From an optimization exercise on the open Yosys and OpenROAD flow, aimed at small area; shortcuts taken in it are not production practice. RTL that was checked went through simulation tests only; none was proved equivalent to the original. Power figures rest on the tool's default switching activity, not on a simulated workload.

==> flow/design.v (excerpt) <==
module double_ended_stack_allocator_core #(
	parameter int SIZE_BITS = desa_pkg::SIZE_BITS_DEF
) (
	input  logic                             clk,
	input  logic                             arst_n,
	input  logic                             cmd_valid,
	output logic                             cmd_ready,
	input  logic [desa_pkg::CMD_W-1:0]       cmd_command,
	input  logic [desa_pkg::NUM_W-1:0]       cmd_num_bytes,
	input  logic [desa_pkg::TIER_W-1:0]      cmd_tier,
	output logic                             res_valid,
	input  logic                             res_ready,
	output logic [desa_pkg::STATUS_W-1:0]    res_status,
	output logic [desa_pkg::OFFSET_W-1:0]    res_offset,
	output logic [desa_pkg::FREE_W-1:0]      res_primary_free,
	output logic [desa_pkg::FREE_W-1:0]      res_frame_free,
	input  logic                             cfg_valid,
	output logic                             cfg_ready,
	input  logic [desa_pkg::CFG_IDX_W-1:0]   cfg_index,
	input  logic [desa_pkg::CFG_DATA_W-1:0]  cfg_data
);
For scale: ~1,800 cells after synthesis, roughly 270 flip-flops, roughly 180 I/O pins, ~17,000 sq um of cells after synthesis.
clock: 11.0 ns
lec_check: 0
cap_margin: 20
core_margin: 2
core_utilization: 40
slew_margin: 20
run.sh (not shown) runs the stock make flow with config.mk's settings and CLKGATE_MAP_FILE= SYNTH_SCRIPT=/design/flow/synth_recipe.tcl, a recipe that flattens the netlist after the stock synthesis.
Then changed:
==> flow/flow/run.sh (new file) <==
#!/bin/bash
# The standard layout (the standard.sh: standard synthesis, floorplan,
# power grid, placement, CTS, routing), with one change: the buffer that
# port buffering puts on every input and output port is the platform's
# smallest buffer, sky130_fd_sc_hd__buf_1, instead of the one the resizer
# picks by itself. Repair still resizes any port buffer that needs it.
set -euo pipefail
export BUFFER_PORTS_ARGS="-buffer_cell sky130_fd_sc_hd__buf_1"
bash standard.sh finish > standard.log 2>&1
==> flow/standard.sh (new file) <==
#!/bin/bash
# synth_recipe.tcl (not shown) runs the flow's synth.tcl, then flattens the netlist and writes it again
# the make line also repeats each setting of config.mk as NAME=value (left out here)
make -C /OpenROAD-flow-scripts/flow DESIGN_CONFIG=/design/flow/config.mk WORK_HOME=/design/flow/orfs CLKGATE_MAP_FILE= SYNTH_SCRIPT=/design/flow/synth_recipe.tcl "${@:-finish}"
removed: flow/run.sh
What happened:
- The new run finished with timing, DRC and antenna clean
- sequential share of layout area rises by 1.8 points
- sequential power hardly moves
- worst hold slack gets better by 0.0037 ns
- routed wire length falls by about 3.2%
- combinational power falls by about 10%
- power falls by about 4%
- area after synthesis is unchanged
- via count barely changes
- final area falls by about 5.5%
- global-route usage falls by 0.88 points
No functional check of the RTL was part of any run of this note.


double_ended_stack_allocator_core, a different RTL version from the one above (not shown whole).
For scale: about 2,100 cells after synthesis, ~270 flip-flops, about 180 I/O pins.
clock: 11.0 ns
lec_check: 0
abc_area: 1
cap_margin: 20
core_margin: 2
core_utilization: 40
cts_cluster_diameter: 100
cts_cluster_size: 24
slew_margin: 20
standard.sh (not shown) runs the stock make flow with config.mk's settings and CLKGATE_MAP_FILE= SYNTH_SCRIPT=/design/flow/synth_recipe.tcl, a recipe that flattens the netlist after the stock synthesis.
==> flow/flow/run.sh <==
#!/bin/bash
# The standard layout (the standard.sh: standard synthesis, floorplan,
# power grid, placement, CTS, routing), with one change: the buffer that
# port buffering puts on every input and output port is the platform's
# smallest buffer, sky130_fd_sc_hd__buf_1, instead of the one the resizer
# picks by itself. Repair still resizes any port buffer that needs it.
set -euo pipefail
export BUFFER_PORTS_ARGS="-buffer_cell sky130_fd_sc_hd__buf_1"
bash standard.sh finish > standard.log 2>&1
Change:
- ABC_AREA: 1 -> unset
Effect: The changed run finished with timing, DRC and antenna clean; global-route usage decreases by 2.1 points; wire length decreases by 8.4%; first-iteration DRC count decreases by 3.5%; setup slack is worse by 0.85 ns; cell area decreases by 1.3%; sequential cell count does not change; non-clock buffer count increases by 12; fmax decreases by 8.1%; sequential power is about the same; hold slack is worse by 0.010 ns; via count decreases by 9.2%.
No functional check of the RTL was part of any run of this note.


double_ended_stack_allocator_core, a different RTL version from the one above (not shown whole).
Size: ~1700 cells after synthesis, roughly 270 flip-flops, ~17000 sq um of cells after synthesis.
clock: 11.0 ns
lec_check: 0
cap_margin: 20
core_margin: 2
core_utilization: 40
cts_buf_list: sky130_fd_sc_hd__clkbuf_8
cts_cluster_diameter: 60
cts_cluster_size: 12
slew_margin: 20
Scripts as last shown in full above: flow/flow/run.sh
==> next run, changes <==
==> flow/flow/run.sh (replaced) <==
#!/bin/bash
set -euo pipefail
export BUFFER_PORTS_ARGS="-buffer_cell sky130_fd_sc_hd__buf_1"
export RECOVER_POWER=100
bash standard.sh finish > standard.log 2>&1
Settings changed: CTS_BUF_LIST sky130_fd_sc_hd__clkbuf_8 to not set, CTS_CLUSTER_DIAMETER 60 to 100, CTS_CLUSTER_SIZE 12 to 24.
The new run ran to the end with violations: capacitance limit, slew limit.
Global-route usage went down by 0.31 points.
Power went down by a few percent.
Maximum frequency went down by a few percent.
Non-clock buffer count does not change.
Final area went down slightly.
Via count hardly moves.
Routed wire length went down slightly.
Worst setup slack gets worse by 0.24 ns.


Setup of run A:
Starting RTL as in the previous note.
export LEC_CHECK = 0
export CAP_MARGIN = 0
export CORE_MARGIN = 2
export CORE_UTILIZATION = 40
export CTS_CLUSTER_DIAMETER = 100
export CTS_CLUSTER_SIZE = 24
export SLEW_MARGIN = 0
create_clock -name core_clock -period 11.0 [get_ports {clk}]
==> flow/flow/run.sh <==
#!/bin/bash
# The standard layout (the standard.sh: standard synthesis, floorplan,
# power grid, placement, CTS, routing), with one change: the buffer that
# port buffering puts on every input and output port is the platform's
# smallest buffer, sky130_fd_sc_hd__buf_1, instead of the one the resizer
# picks by itself. Repair still resizes any port buffer that needs it.
set -euo pipefail
export BUFFER_PORTS_ARGS="-buffer_cell sky130_fd_sc_hd__buf_1"
bash standard.sh finish > standard.log 2>&1
In summary, run A completed successfully, with a layout that passed the timing, DRC and antenna checks.
--- input diff run A..run B ---
- changing CAP_MARGIN from 0 to 20
- removing CTS_CLUSTER_SIZE (formerly 24)
- changing SLEW_MARGIN from 0 to 20
- removing CTS_CLUSTER_DIAMETER (formerly 100)
==> flow/run.sh (new file) <==
#!/bin/bash
# synth_recipe.tcl (not shown) runs the flow's synth.tcl, then flattens the netlist and writes it again
# the make line also repeats each setting of config.mk as NAME=value (left out here)
make -C /OpenROAD-flow-scripts/flow DESIGN_CONFIG=/design/flow/config.mk WORK_HOME=/design/flow/orfs CLKGATE_MAP_FILE= SYNTH_SCRIPT=/design/flow/synth_recipe.tcl finish
removed: flow/flow/run.sh
removed: flow/standard.sh
==> results.txt <==
Of run B and run A, the run reporting the higher met3 usage was run B. In the metrics for run B and run A, the one carrying the lower routed wirelength normalized by instance count is run A. The die extent in x on run A is in line with that on run B. Delta (run B minus run A): cell depth of the worst flop-to-flop path climbed 1; total power climbed 23%; maximum resistive drop on vdd dropped 2.3%; cell internal power dissipation climbed 30%.
Relative to run B, the following input files were edited for run C:
- putting CTS_CLUSTER_SIZE at 24 where nothing was set
- putting CTS_CLUSTER_DIAMETER at 100 where nothing was set
- putting CTS_BUF_LIST at sky130_fd_sc_hd__clkbuf_8 sky130_fd_sc_hd__clkbuf_16 where nothing was set
==> flow/flow/run.sh (new file) <==
#!/bin/bash
# The standard layout (the standard.sh: standard synthesis, floorplan,
# power grid, placement, CTS, routing), with one change: the buffer that
# port buffering puts on every input and output port is the platform's
# smallest buffer, sky130_fd_sc_hd__buf_1, instead of the one the resizer
# picks by itself. Repair still resizes any port buffer that needs it.
set -euo pipefail
export BUFFER_PORTS_ARGS="-buffer_cell sky130_fd_sc_hd__buf_1"
bash standard.sh finish > standard.log 2>&1
==> flow/standard.sh (new file) <==
#!/bin/bash
# synth_recipe.tcl (not shown) runs the flow's synth.tcl, then flattens the netlist and writes it again
# the make line also repeats each setting of config.mk as NAME=value (left out here)
make -C /OpenROAD-flow-scripts/flow DESIGN_CONFIG=/design/flow/config.mk WORK_HOME=/design/flow/orfs CLKGATE_MAP_FILE= SYNTH_SCRIPT=/design/flow/synth_recipe.tcl "${@:-finish}"
removed: flow/run.sh
Results
Diff run B -> run C: layout buffer count excluding clock buffers lower; cell depth of the worst flop-to-flop path lower; total area of multi-input combinational cells roughly the same; worst slack on hold paths higher.
For run B and run C, there was not a single run that failed to finish clean.
Row vias per cell: run C higher / run B lower
Higher total power was reported by run B, not run C.
From run C to run B, starting density of the core did not move at all.
What run D does differently from run C at the input level:
- ABC_AREA newly set to 1
- CTS_BUF_LIST removed (was sky130_fd_sc_hd__clkbuf_8 sky130_fd_sc_hd__clkbuf_16)
- A category of the most critical setup path of flip-flop to flip-flop is what run D shows, while flip-flop to primary output belongs to run C.
- A worst setup path startpoint of frear_q[0] is what run D shows, while ofr_q belongs to run C.
- Taking run C as the reference point, the power consumption of run D rises by 120 uW.
- Comparing run C and run D, the lower final setup slack of the worst path was measured on run C.
- As of run D, gate count of the mapped netlist had risen by more than a quarter compared to run C.
- Run C → run D: combinational power now larger; fraction of final layout cells with drive strength greater than 1 now smaller.
--- input diff run D..run E ---
- ABC_AREA: 1 -> unset
Notes after the runs:
Run E | stages: all done | timing, DRC, antenna: all pass
The sum of buffers and inverters on the critical path of run E falls short of that of run D by 1.
The run with more setup slack is run D; run E has less.
Max freq run D -> run E: degraded
Re power dissipated in combinational cells: run E and run D aren't equal, and the lower value belongs to run E.
For the max-slew headroom at the worst pin, run E came in 0.80 points higher than run D did.
Relative to run D, diode insertion count for antenna repair has increased by 1 in run E.
The largest family of logic cells by synthesized area comes out adder cells in one run and simple AND/OR/NAND/NOR gates in the other, namely in run E and run D respectively.
Between run E and run D, the post-synthesis compound-gate area fraction is lower for run E.
res_offset[31] as the end point of the critical path was reported by run E, and global_q[5] by run D.
Diff run D -> run E | clock power share | increase of 0.3 points
Proportion of cell area occupied by multi-input gates (higher): run E
Total power: run E lower than run D
Global-route wire length before repair, run E vs run D: down by a few percent

## separate check: timing with driven ports
In the flow no input, the clock included, has a driving cell. The finished layouts below were timed again as built, in two steps. Step 1 sets driving cells, clkbuf_16 on the clock port and buf_2 on the other inputs (assumed; they add their load-dependent delay and slew). Step 2 adds t to the input delays and takes it off the output delays; t is the mean of the earliest and latest rising clock arrival at the registers after step 1. Input paths then give back, and output paths get back, about the clock's delay inside the block. a / b / c = no drivers / after step 1 / after step 2; a / b = the first two.
run	t, ns	slack for setup (ns)	clock arrival spread, ns	pins driven straight from the clock port
the first run of note 1	0.625	0.804 / 0.826 / 0.200	0.019 / 0.019	1
the second run of note 1	0.615	1.129 / 1.155 / 0.540	0.013 / 0.014	1
the first run of note 2	0.565	1.423 / 1.456 / 0.891	0.027 / 0.026	1
the second run of note 2	0.557	0.575 / 0.575 / 0.461	0.025 / 0.025	1
the first run of note 3	0.657	1.142 / 1.092 / 0.739	0.035 / 0.035	1
the second run of note 3	0.540	0.900 / 0.847 / 0.494	0.037 / 0.037	1
run A	0.557	1.208 / 1.154 / 0.850	0.032 / 0.032	1
run B	0.625	0.882 / 0.829 / 0.604	0.026 / 0.026	1
run C	0.542	1.204 / 1.151 / 0.813	0.035 / 0.035	1
run D	0.545	1.642 / 1.642 / 1.309	0.030 / 0.030	1
run E	0.543	1.207 / 1.153 / 0.783	0.034 / 0.034	1
The setup slack of the first run of note 1, which loses most, moves by +0.022 ns with the drivers and by -0.604 ns with both steps.
